Context: an optimization exercise on an open-source flow, tuned for small area, a short achievable clock period and few clock cycles. The choices shown serve that exercise and are no tape-out recipe. Where RTL was checked, it was by simulation tests only, not by an equivalence proof against the original. Only the layout flow was run in run 1; the RTL was not checked for function there. Power and IR drop assume default switching activity.

[config.mk]
export PLATFORM = sky130hd
export DESIGN_NAME = keyed_slot_table_top
export DESIGN_NICKNAME = keyed_slot_table_top
export VERILOG_FILES = /design/flow/design.v
export SDC_FILE = /design/flow/constraint.sdc
export NUM_CORES = 4
export LEC_CHECK = 0
export ABC_CLOCK_PERIOD_IN_PS = 3000
export CAP_MARGIN = 20
export CORE_MARGIN = 2
export CORE_UTILIZATION = 50
export SETUP_SLACK_MARGIN = 5
export SLEW_MARGIN = 20
[constraint.sdc]
create_clock -name core_clock -period 8.0 [get_ports {clk}]
set_input_delay 1.6000 -clock core_clock [delete_from_list [all_inputs] [get_ports {clk}]]
set_output_delay 1.6000 -clock core_clock [all_outputs]
set_load 0.01 [all_outputs]
[design.v]
package ksl_pkg;
    localparam int CAPACITY   = 32;
    localparam int FLOOR_BITS = 6;
    localparam int TIME_BITS  = 32;
    localparam int OCC_BITS   = 6;
    localparam int ADDR_BITS  = (CAPACITY > 1) ? $clog2(CAPACITY) : 1;
    localparam int IDX_BITS   = $clog2(CAPACITY + 1);
    localparam int ENTRY_BITS = FLOOR_BITS + TIME_BITS;
    localparam int RESULT_BITS  = 2 + TIME_BITS + OCC_BITS + OCC_BITS + 1;
    localparam logic [OCC_BITS-1:0] SLOTS_RESET = OCC_BITS'(32);
    typedef enum logic {
        CMD_ADD    = 1'b0,
        CMD_REMOVE = 1'b1
    } command_t;
    typedef enum logic [1:0] {
        STAT_ADDED   = 2'd0,
        STAT_FULL    = 2'd1,
        STAT_REMOVED = 2'd2,
        STAT_DONE    = 2'd3
    } status_t;
    typedef struct packed {
        status_t               status;
        logic [TIME_BITS-1:0]  removed_time;
        logic [OCC_BITS-1:0]   occupancy;
        logic [OCC_BITS-1:0]   removed_count;
        logic                  last;
    } result_t;
endpackage
module ksl_ram #(
    parameter int DEPTH = 32,
    parameter int WIDTH = 38
) (
    input  logic                   clk,
    input  logic [DEPTH-1:0]       wr_en,
    input  logic [WIDTH-1:0]       wr_data,
    input  logic [DEPTH-1:0]       rd_sel,
    output logic [WIDTH-1:0]       rd_data,
    output logic [DEPTH*WIDTH-1:0] words_o
);
    logic [WIDTH-1:0] mem [DEPTH];
    always_ff @(posedge clk)
    begin
        for (int i = 0; i < DEPTH; i++)
        begin
            if (wr_en[i])
            begin
                mem[i] <= wr_data;
            end
        end
    end
    always_comb
    begin
        rd_data = '0;
        for (int i = 0; i < DEPTH; i++)
        begin
            rd_data = rd_data | (mem[i] & {WIDTH{rd_sel[i]}});
        end
    end
    genvar g;
    generate
        for (g = 0; g < DEPTH; g++)
        begin : g_words
            assign words_o[g*WIDTH +: WIDTH] = mem[g];
        end
    endgenerate
endmodule
import ksl_pkg::*;
module ksl_ctrl
(
    input  logic                      clk,
    input  logic                      rst_n,
    input  logic [CAPACITY-1:0]       slot_mask,
    input  logic                      in_valid,
    output logic                      in_stall,
    input  logic                      command,
    input  logic [FLOOR_BITS-1:0]     key_floor,
    input  logic [CAPACITY*FLOOR_BITS-1:0] keys,
    output logic [CAPACITY-1:0]       wr_en,
    output logic [CAPACITY-1:0]       rd_sel,
    input  logic [TIME_BITS-1:0]      rd_time,
    output logic                      out_valid,
    input  logic                      out_stall,
    output logic [RESULT_BITS-1:0]    result_o
);
    logic                  rv_reg;        
    logic                  rcmd_reg;      
    logic                  rfull_reg;     
    logic [CAPACITY-1:0]   match_reg;     
    logic [OCC_BITS-1:0]   rcnt_reg;      
    logic [CAPACITY-1:0]   valid_reg;
    logic [OCC_BITS-1:0]   count_reg;
    logic                  stall_reg;
    logic                  ov_reg;
    ksl_pkg::result_t      res_reg;
    logic                  kv_reg;
    logic [1:0]            k_status_reg;
    logic [OCC_BITS-1:0]   k_occ_reg;
    logic [OCC_BITS-1:0]   k_rc_reg;
    logic [CAPACITY-1:0]   free_vec, free_1h, pick_1h, cand;
    logic                  any_free, match_any, match_multi;
    assign free_vec = ~valid_reg & slot_mask;
    always_comb
    begin
        for (int i = 0; i < CAPACITY; i++)
        begin
            free_1h[i] = free_vec[i];
            pick_1h[i] = match_reg[i];
            for (int j = 0; j < i; j++)
            begin
                free_1h[i] = free_1h[i] & ~free_vec[j];
                pick_1h[i] = pick_1h[i] & ~match_reg[j];
            end
        end
    end
    assign any_free    = |free_vec;
    assign match_any   = |match_reg;
    assign match_multi = |(match_reg & ~pick_1h);
    always_comb
    begin
        for (int i = 0; i < CAPACITY; i++)
        begin
            cand[i] = valid_reg[i] & slot_mask[i]
                      & (keys[i*FLOOR_BITS +: FLOOR_BITS] == key_floor);
        end
    end
    logic                  out_free;
    logic                  accept, acc_add, acc_rem;
    logic                  complete, removal;
    logic                  kv_next, rv_next, more_next;
    ksl_pkg::result_t      core_res;
    assign out_free = !ov_reg || !out_stall;
    assign accept   = in_valid && !stall_reg;
    assign acc_add  = accept && !command;
    assign acc_rem  = accept && command;
    assign complete = rv_reg && !kv_reg && !match_any;
    assign removal  = rv_reg && !kv_reg && match_any && out_free;
    assign wr_en  = acc_add ? free_1h : '0;
    assign rd_sel = pick_1h;
    always_comb
    begin
        core_res.status        = ksl_pkg::status_t'({rcmd_reg, rcmd_reg ? !match_any : rfull_reg});
        core_res.removed_time  = rd_time;
        core_res.occupancy     = count_reg - {{(OCC_BITS-1){1'b0}}, match_any};
        core_res.removed_count = match_any ? '0 : rcnt_reg;
        core_res.last          = !match_any;
    end
    assign kv_next   = !out_free && (kv_reg || complete);
    assign rv_next   = accept || (rv_reg && !complete);
    assign more_next = accept ? (command && |cand)
                              : (removal ? match_multi : match_any);
    always_ff @(posedge clk or negedge rst_n)
    begin
        if (!rst_n)
        begin
            rv_reg    <= 1'b0;
            valid_reg <= '0;
            count_reg <= '0;
            stall_reg <= 1'b0;
            ov_reg    <= 1'b0;
            kv_reg    <= 1'b0;
        end
        else
        begin
            rv_reg    <= rv_next;
            valid_reg <= (valid_reg | wr_en) & ~(removal ? pick_1h : '0);
            count_reg <= count_reg + {{(OCC_BITS-1){1'b0}}, acc_add && any_free}
                                   - {{(OCC_BITS-1){1'b0}}, removal};
            stall_reg <= rv_next && (kv_next || more_next);
            if (out_free)
            begin
                ov_reg <= kv_reg || rv_reg;
            end
            kv_reg    <= kv_next;
        end
    end
    always_ff @(posedge clk)
    begin
        if (accept)
        begin
            rcmd_reg  <= command;
            rfull_reg <= !any_free;
            match_reg <= command ? cand : '0;
            rcnt_reg  <= '0;
        end
        else if (removal)
        begin
            match_reg <= match_reg & ~pick_1h;
            rcnt_reg  <= rcnt_reg + 1'b1;
        end
        if (out_free)
        begin
            if (kv_reg)
            begin
                res_reg.status        <= ksl_pkg::status_t'(k_status_reg);
                res_reg.removed_time  <= '0;
                res_reg.occupancy     <= k_occ_reg;
                res_reg.removed_count <= k_rc_reg;
                res_reg.last          <= 1'b1;
            end
            else
            begin
                res_reg <= core_res;
            end
        end
        if (!kv_reg)
        begin
            k_status_reg <= core_res.status;
            k_occ_reg    <= core_res.occupancy;
            k_rc_reg     <= core_res.removed_count;
        end
    end
    assign in_stall  = stall_reg;
    assign out_valid = ov_reg;
    assign result_o  = res_reg;
endmodule
import ksl_pkg::*;
module keyed_slot_table_top
(
    input  logic                  clk,
    input  logic                  rst_n,
    input  logic                  in_valid,
    output logic                  in_stall,
    input  logic                  command,
    input  logic [FLOOR_BITS-1:0] key_floor,
    input  logic [TIME_BITS-1:0]  entry_time,
    output logic                  out_valid,
    input  logic                  out_stall,
    output logic [1:0]            status,
    output logic [TIME_BITS-1:0]  removed_time,
    output logic [OCC_BITS-1:0]   occupancy,
    output logic [OCC_BITS-1:0]   removed_count,
    output logic                  last,
    input  logic                  cfg_valid,
    output logic                  cfg_ready,
    input  logic [OCC_BITS-1:0]   cfg_data
);
    logic [CAPACITY-1:0]            slot_mask;
    logic [CAPACITY-1:0]            wr_en;
    logic [CAPACITY-1:0]            rd_sel;
    logic [TIME_BITS-1:0]           rd_time;
    logic [CAPACITY*FLOOR_BITS-1:0] keys;
    logic [FLOOR_BITS-1:0]          key_rd_unused;
    logic [CAPACITY*TIME_BITS-1:0]  times_unused;
    ksl_pkg::result_t               result;
    assign cfg_ready = 1'b1;
    always_ff @(posedge clk or negedge rst_n)
    begin
        if (!rst_n)
        begin
            slot_mask <= '1;
        end
        else if (cfg_valid && cfg_ready)
        begin
            for (int i = 0; i < CAPACITY; i++)
            begin
                slot_mask[i] <= (cfg_data > OCC_BITS'(i));
            end
        end
    end
    ksl_ram #(
        .DEPTH (CAPACITY),
        .WIDTH (FLOOR_BITS)
    ) u_keys (
        .clk     (clk),
        .wr_en   (wr_en),
        .wr_data (key_floor),
        .rd_sel  ('0),
        .rd_data (key_rd_unused),
        .words_o (keys)
    );
    ksl_ram #(
        .DEPTH (CAPACITY),
        .WIDTH (TIME_BITS)
    ) u_times (
        .clk     (clk),
        .wr_en   (wr_en),
        .wr_data (entry_time),
        .rd_sel  (rd_sel),
        .rd_data (rd_time),
        .words_o (times_unused)
    );
    ksl_ctrl u_ctrl (
        .clk       (clk),
        .rst_n     (rst_n),
        .slot_mask (slot_mask),
        .in_valid  (in_valid),
        .in_stall  (in_stall),
        .command   (command),
        .key_floor (key_floor),
        .keys      (keys),
        .wr_en     (wr_en),
        .rd_sel    (rd_sel),
        .rd_time   (rd_time),
        .out_valid (out_valid),
        .out_stall (out_stall),
        .result_o  (result)
    );
    assign status        = result.status;
    assign removed_time  = result.removed_time;
    assign occupancy     = result.occupancy;
    assign removed_count = result.removed_count;
    assign last          = result.last;
endmodule
[run.sh]
#!/bin/bash
# synth_recipe.tcl (not shown) runs the flow's synth.tcl, then flattens the netlist and writes it again
# the make line also repeats each setting of config.mk as NAME=value (left out here)
make -C /OpenROAD-flow-scripts/flow DESIGN_CONFIG=/design/flow/config.mk WORK_HOME=/design/flow/orfs CLKGATE_MAP_FILE= SYNTH_SCRIPT=/design/flow/synth_recipe.tcl finish
==> flow_metrics.env, run 1 <==
export IMPL_gr_total_overflow=0
export IMPL_crit_required_ns=8.48
export IMPL_tns_ns=0
export IMPL_fp_row_count=119
export IMPL_status="complete, no violations"
export IMPL_synthesis_nets=3338
export IMPL_final_setup_viol_count=0
export IMPL_grt_pass1_vias=34400
export IMPL_slew_violations=0
export IMPL_largest_reg_flops=1024
export IMPL_area_growth_pct=37.6
export IMPL_p_leak_nw=24.9
export IMPL_synth_edf_count=1297
export IMPL_cp_start_kind="input pin"
export IMPL_fin_crit_sh_pct=44.4
export IMPL_gp_congestion=0.892
export IMPL_cts_made_buffers=141
export IMPL_clockBufferDepth=3
export IMPL_yosys_warnings=6
export IMPL_synthDistinctLibCells=80
export IMPL_p_int_mw=12.1
export IMPL_first_pass_iters=7
export IMPL_drt_iter0_markers=7156
export IMPL_ys_ff_latch=1391
export IMPL_cts_sinks=1391
export IMPL_avgSynthCellArea_sq_um=16.3
export IMPL_final_hold_viol_count=0
export IMPL_synth_top_area_cell="edfxtp_1"
export IMPL_fin_crit_ns=3.56
export IMPL_n_fill_cell=6311
export IMPL_dieArea_sq_um=109000
export IMPL_grt_usage_pct=33.9
export IMPL_multi_input_area_sq_um=13200
export IMPL_synth_commonest_cells="1297 x edfxtp_1, 220 x nand2_1, 207 x a22oi_1, 112 x clkbuf_1, 111 x o21ai_0"
export IMPL_pwr_share_comb_pct=6.5
export IMPL_drive_gt1_share_pct=31.3
export IMPL_num_vias=38000
export IMPL_fp_dieW_um=331
export IMPL_drc=0
export IMPL_clkTransAtPathRegs_ns=0.06
export IMPL_pin_count=100
export IMPL_slew_headroom_pct=28.6
export IMPL_total_power_mw=15.6
export IMPL_synth_most_common_cell="edfxtp_1"
export IMPL_worst_skew_pair_late_latency_ns=0.79
export IMPL_path_max_fanout=5
export IMPL_grt_max_degree=62
export IMPL_routed_wl_mm=206
export IMPL_pwr_share_clk_pct=41.2
export IMPL_ys_seq_area_share_pct=77.3
export IMPL_ant_nets=0
export IMPL_hp_class="reg -> reg"
export IMPL_async_flop_share_pct=5.32
export IMPL_grt_antenna_before_repair=4
export IMPL_p_seq_share_pct=52.4
export IMPL_synth_area_leaders="edfxtp_1 73%, a22oi_1 2.9%, dfrtp_1 2.0%"
export IMPL_port_buffers=98
export IMPL_grt_setup_unrepaired="true"
export IMPL_max_freq_mhz=281
export IMPL_regArea_sq_um=41200
export IMPL_fin_skew_ns=0.0482
export IMPL_die_height_um=331
export IMPL_htreeDepth=4
export IMPL_cts_tree="built"
export IMPL_critPathKind="in -> reg"
export IMPL_finalNetCount=4129
export IMPL_vdd_drop_max_mv=0.199
export IMPL_switching_share_pct=22.6
export IMPL_coreArea_sq_um=106000
export IMPL_maxCapViolations=0
export IMPL_power_density_nw_per_um2=212
export IMPL_synth_top_flop_cell="edfxtp_1"
export IMPL_tightestPinTransition_ns=1.07
export IMPL_cts_hold_buf=0
export IMPL_switchingPower_mw=3.52
export IMPL_dp_hpwl_mm=91.1
export IMPL_wl_per_cell_um=37.1
export IMPL_initial_core_util_pct=50.6
export IMPL_grt_pass1_wl_mm=259
export IMPL_synth_top_area_share_pct=73.0
export IMPL_synth_cells=3273
export IMPL_arrival_ns=4.04
export IMPL_endpoint_kind="flip-flop"
export IMPL_vias_per_cell=6.83
export IMPL_netlist_area_sq_um=53400
export IMPL_root_buffer="clkbuf_16"
## layout by cell type (no fill, tap or decap), types with 32 or more instances in the layout
cell / n
buf_4: 231
nand2_1: 209
buf_12: 153
buf_8: 51
xnor2_1: 102
edfxtp_1: 1297
a221oi_2: 38
clkbuf_16: 197
a222oi_1: 61
buf_6: 130
xor2_1: 103
clkbuf_1: 33
nand4_1: 60
clkinv_1: 32
buf_16: 122
a22o_1: 34
nor2_1: 72
nand3_1: 36
dfrtp_1: 40
dfstp_2: 32
a21oi_1: 77
a22oi_1: 194
nor4_1: 35
a221oi_1: 38
o21ai_0: 93
## area by class of cell
cell class	count	share of cell area, %
Multi-Input combinational cell	1660	18.0
Antenna cell	2	0.00681
Inverter	30	0.169
Tap cell	1391	2.37
Sequential cell	1391	56.2
Clock buffer	181	5.18
Timing Repair Buffer	840	17.4
Clock inverter	68	0.756
## worst max-delay path, stage by stage
cell and delay (ns):
buf_12 0.10, nor3b_4 0.19, nand4_1 0.16, or4_4 0.54, or2_4 0.31, buf_6 0.14, nor2_4 0.10, nand4_1 0.18
nor2_4 0.31, buf_12 0.16, buf_12 0.10, buf_16 0.12
## power groups by stage
stage,Sequential [mW],Combinational (mW),Clock [mW]
global route,8.17,1.07,6.71
global placement,8.31,0.786,0
finish,8.16,1.01,6.42
CTS,8.16,0.924,6.37
floorplan,8.30,0.439,0
detailed placement,8.31,0.815,0
## what timing repair did
| action | in CTS | in global routing |
|---|---|---|
| resized for setup | 724 | 337 |
| pin swaps | 107 | 138 |
| cloned | 129 | 61 |
| endpoints found under the setup margin | 1398 | 1166 |
| endpoints found under the hold margin | 0 | 0 |
| setup buffers | 291 | 134 |
## metal layers
metal	part of all wire (%)	vias up	track usage, %
met5	0.020	-	0
met4	8.1	6	17.5
met3	14	853	7.97
met2	45	3344	52.3
met1	34	19000	45.1
li1	-	14800	-
## final timing paths
path	from	end	slack [ns]	cells past startpoint
hold reg to reg	u_ctrl.k_occ_reg[2]	u_ctrl.k_occ_reg[2]	0.47	2
hold / removal	u_ctrl.k_occ_reg[2]	u_ctrl.k_occ_reg[2]	0.47	2
max in group asynchronous	rst_n	u_ctrl.kv_reg	6.11	2
setup reg to reg	u_ctrl.match_reg[22]	u_ctrl.res_reg[33]	4.62	8
setup / recovery	command	u_times.mem[25][8]	4.44	12
min in group asynchronous	rst_n	u_ctrl.valid_reg[11]	0.73	1
## logic make-up after synthesis
group           Yosys count  share of synthesized area [%]
flops                  1391                           77.3
compound gates          777                           10.7
simple gates            651                           6.31
buf+inv                 225                           1.80
xor+xnor                206                           3.38
fa+ha+maj                18                          0.424
mux                       4                         0.0797
other cells               1                        0.00703
## through the flow
| stage | utilization (%) | hold WS [ns] | instances | cell area [sq um] | worst slack [ns] |
|---|---|---|---|---|---|
| after floorplan | - | 0.431 | 3273 | 53900 | 3.59 |
| after global placement | 53.6 | 0.442 | 4692 | 56600 | 2.06 |
| after detailed placement | 53.7 | 0.456 | 4696 | 56700 | 1.98 |
| after CTS | 65.9 | 0.471 | 5365 | 69500 | 4.50 |
| after global routing | 69.6 | 0.500 | 5561 | 73400 | 4.42 |
| final | 69.6 | 0.466 | 5563 | 73400 | 4.44 |
==> inputs of run 2 (changes only) <==
--- a/design.v
+++ b/design.v
@@ -235,4 +235,5 @@
     input  logic [OCC_BITS-1:0]   cfg_data
 );
+    logic [OCC_BITS-1:0]            slots_reg;
     logic [CAPACITY-1:0]            slot_mask;
     logic [CAPACITY-1:0]            wr_en;
@@ -248,12 +249,16 @@
         if (!rst_n)
         begin
-            slot_mask <= '1;
+            slots_reg <= SLOTS_RESET;
         end
         else if (cfg_valid && cfg_ready)
         begin
-            for (int i = 0; i < CAPACITY; i++)
-            begin
-                slot_mask[i] <= (cfg_data > OCC_BITS'(i));
-            end
+            slots_reg <= cfg_data;
+        end
+    end
+    always_comb
+    begin
+        for (int i = 0; i < CAPACITY; i++)
+        begin
+            slot_mask[i] = (slots_reg > OCC_BITS'(i));
         end
     end
--- a/config.mk
+++ b/config.mk
@@ -6,8 +6,6 @@
 export NUM_CORES = 4
 export LEC_CHECK = 0
-export ABC_CLOCK_PERIOD_IN_PS = 3000
 export CAP_MARGIN = 20
 export CORE_MARGIN = 2
-export CORE_UTILIZATION = 50
-export SETUP_SLACK_MARGIN = 5
+export CORE_UTILIZATION = 40
 export SLEW_MARGIN = 20
==> flow_metrics.env, run 2 <==
export IMPL_status="complete, no violations"
export IMPL_port_buffers=98
export IMPL_cpLargestDelayFamily="simple AND/OR/NAND/NOR gates"
export IMPL_htreeDepth=4
export IMPL_max_freq_mhz=209
export IMPL_crit_chain="clkdlybuf4s50_1 -> nand2b_1 -> buf_4 -> nor2_1 -> nand4_1 -> or3_1 -> or4_4 -> nor2_4 -> buf_4"
export IMPL_grt_pass1_vias=29400
export IMPL_routed_wl_mm=138
export IMPL_synthDistinctLibCells=91
export IMPL_gp_congestion=0.842
export IMPL_r2r_cells=8
export IMPL_synth_area_leaders="edfxtp_1 74%, xnor2_1 2.8%, dfrtp_1 2.2%"
export IMPL_coreArea_sq_um=131000
export IMPL_synth_top_area_cell="edfxtp_1"
export IMPL_drt_iter0_markers=3436
export IMPL_initial_core_util_pct=40.2
export IMPL_top_layer="met4"
export IMPL_tightestPinTransition_ns=1.13
export IMPL_dieArea_sq_um=135000
export IMPL_finish_utilization_pct=46.3
export IMPL_synth_top_flop_cell="edfxtp_1"
export IMPL_grt_antenna_before_repair=2
export IMPL_final_hold_viol_count=0
export IMPL_grt_pass1_wl_mm=202
export IMPL_fin_skew_ns=0.0282
export IMPL_maxCapViolations=0
export IMPL_routed_wl_met2_mm=63.9
export IMPL_cp_common_cell="buf_4"
export IMPL_cts_tree="built"
export IMPL_yosys_warnings=6
export IMPL_avgSynthCellArea_sq_um=16.4
export IMPL_root_buffer="clkbuf_16"
export IMPL_m1WireLength_mm=59.7
export IMPL_cts_sinks=1365
export IMPL_dp_cells=4976
export IMPL_fin_crit_ns=4.78
export IMPL_path_buf_inv=3
export IMPL_area_growth_pct=15.0
export IMPL_final_cell_count_no_fill=5225
export IMPL_hold_path_end="u_ctrl.k_occ_reg[4]"
export IMPL_postCtsSetupBuffers=0
export IMPL_insertedDiodeCount=0
export IMPL_largest_reg_flops=1024
export IMPL_timing_rr_start="slots_reg[2]"
export IMPL_num_vias=30300
export IMPL_critPathKind="in -> reg"
export IMPL_cts_resized=0
export IMPL_synth_commonest_cells="1297 x edfxtp_1, 224 x nand2_1, 166 x xnor2_1, 143 x a22oi_1, 124 x clkbuf_1"
export IMPL_route_met3_wl_mm=11.7
export IMPL_drc=0
export IMPL_fp_row_count=133
export IMPL_finalNetCount=3427
export IMPL_dp_hpwl_mm=82.8
export IMPL_grt_setup_unrepaired="false"
export IMPL_slew_violations=0
export IMPL_vdd_drop_max_mv=0.217
export IMPL_max_stage_delay_ns=0.62
export IMPL_n_fill_cell=11300
export IMPL_hold_path_startpoint="u_ctrl.k_occ_reg[4]"
export IMPL_synth_most_common_cell="edfxtp_1"
export IMPL_cp_start_kind="input pin"
export IMPL_wl_per_cell_um=26.4
export IMPL_arrival_ns=5.21
export IMPL_vias_per_cell=5.81
export IMPL_endpoint_kind="flip-flop"
export IMPL_mostFrequentLayoutCell="edfxtp_1"
export IMPL_clkTransAtPathRegs_ns=0.06
export IMPL_drive_gt1_share_pct=12.2
export IMPL_hp_class="reg -> reg"
export IMPL_crit_required_ns=8.43
export IMPL_p_leak_nw=19.2
export IMPL_slew_headroom_pct=24.7
export IMPL_first_pass_iters=7
export IMPL_tns_ns=0
export IMPL_grt_max_degree=64
export IMPL_r2r_end="u_times.mem[28][30]"
export IMPL_total_power_mw=15.2
export IMPL_power_density_nw_per_um2=250
export IMPL_worst_skew_pair_late_latency_ns=0.78
export IMPL_final_setup_viol_count=0
export IMPL_ys_ff_latch=1365
export IMPL_cts_hold_buf=0
export IMPL_fin_crit_sh_pct=59.8
export IMPL_ys_seq_area_share_pct=76.9
export IMPL_clockBufferDepth=3
export IMPL_mostFrequentLayoutCells="1297 x edfxtp_1, 223 x nand2_1, 166 x xnor2_1"
export IMPL_synthesis_nets=3277
export IMPL_multi_input_area_sq_um=11400
export IMPL_cts_made_buffers=138
export IMPL_pin_count=100
export IMPL_synth_top_area_share_pct=73.9
export IMPL_die_height_um=367
export IMPL_slowest_stage="or3_1"
export IMPL_synth_cells=3212
export IMPL_ant_nets=0
export IMPL_holdPathStages=2
export IMPL_netlist_area_sq_um=52700
export IMPL_regArea_sq_um=40600
export IMPL_async_flop_share_pct=3.52
export IMPL_grt_usage_pct=20.2
export IMPL_fp_dieW_um=367
export IMPL_synth_edf_count=1297
export IMPL_reg2reg_slack_ns=3.44
export IMPL_path_max_fanout=32
export IMPL_gr_total_overflow=0
-- run 2: cell types whose count changed in the layout (fill, tap and decap cells not counted), moves of 52 or more --
cell and change:
buf_6 -130, buf_16 -122, xnor2_1 +64, nand3_1 +55, buf_4 -113, clkdlybuf4s50_1 +52
buf_12 -152, xor2_1 -63, clkbuf_16 -57
-- run 2: logic make-up (layout without fill, tap and decap cells) --
| family | count (synthesis) | in the layout | synth area share (%) |
|---|---|---|---|
| adder cells (fa/ha/maj) | 18 | 18 | 0.427 |
| flip-flops | 1365 | 1365 | 76.9 |
| AND/OR/NAND/NOR | 747 | 747 | 7.65 |
| multiplexers | 8 | 8 | 0.166 |
| AO/OA/AOI/OAI | 621 | 621 | 9.46 |
| buffers and inverters | 246 | 504 | 1.97 |
| other | 1 | 1 | 0.00711 |
| XOR/XNOR | 206 | 206 | 3.42 |
-- run 2: metrics by stage --
stage / area, sq um / setup WS (ns) / hold WS [ns]
after global placement: 56200 / 2.61 / 0.445
final: 60700 / 3.22 / 0.467
after CTS: 60700 / 3.35 / 0.471
after global routing: 60700 / 3.11 / 0.492
after detailed placement: 56100 / 2.52 / 0.456
after floorplan: 52700 / 0.973 / 0.431
-- run 2: worst max-delay path by stage --
stage / endpoint / from / cells after the start / slack, ns
finish: u_times.mem[28][30] / in_valid / 9 / 3.22
global route: u_times.mem[28][13] / in_valid / 9 / 3.11
CTS: u_times.mem[28][30] / in_valid / 9 / 3.35
detailed placement: u_times.mem[28][27] / in_valid / 9 / 2.52
global placement: u_times.mem[28][22] / in_valid / 9 / 2.61
floorplan: u_keys.mem[18][0] / in_valid / 5 / 0.97
-- run 2: layout make-up --
cell class | instances | share of cell area (%)
Inverter | 41 | 0.254
Clock buffer | 173 | 6.08
Tap cell | 1755 | 3.62
Sequential cell | 1365 | 66.9
Timing Repair Buffer | 215 | 2.97
Clock inverter | 75 | 1.37
Multi-Input combinational cell | 1601 | 18.9
-- run 2: metal layers --
| metal | vias to the layer above | GRT usage (%) |
|---|---|---|
| met4 | 0 | 5.34 |
| li1 | 13300 | - |
| met5 | - | 0 |
| met3 | 178 | 4.24 |
| met2 | 1340 | 31.4 |
| met1 | 15500 | 28.9 |
-- run 2: where the power goes --
part	total (mW)	leakage, nW	internal [mW]	switching (mW)
logic	0.770	4.49	0.280	0.490
clock network	6.42	2.20	3.71	2.71
registers	8.01	12.5	7.92	0.0815
total	15.2	19.2	11.9	3.28
-- run 2: worst reg2reg max path: cells and delay by family (launching register included) --
kind	cells	cell delay, ns
AO/OA/AOI/OAI	1	0.41
buffers and inverters	1	0.44
flip-flops	1	0.69
AND/OR/NAND/NOR	6	2.68
Testbench counts of run 2, summed over its fixed seeds: cycles 5,719.

separate check: timing with driven ports:
How much do the figures lean on ideal ports? The routed layouts below were timed once more, with nothing changed but the port constraints. Step 1: set_driving_cell puts a clkbuf_16 on clk and a buf_2 on each other input, an assumption about the parent block. Step 2 also shifts input and output timing later by t, the mid clock arrival at the registers, as if the neighbouring blocks saw the same clock. a / b / c = ideal ports / drivers / drivers and shift; a / b = the first two.
run | t, ns | slack for setup (ns) | slew at the worst register clock pin (ns) | worst data-port slew with drivers (ns) | cell pins on the clock port's net
run 1 | 0.841 | 4.444 / 4.473 / 3.631 | 0.07 / 0.07 | 0.06 | 1
run 2 | 0.833 | 3.218 / 3.264 / 2.431 | 0.06 / 0.06 | 0.10 | 1
After both steps setup and hold are still met in every run listed. The setup slack of run 1, which loses most, moves by +0.029 ns with the drivers and by -0.813 ns with both steps.
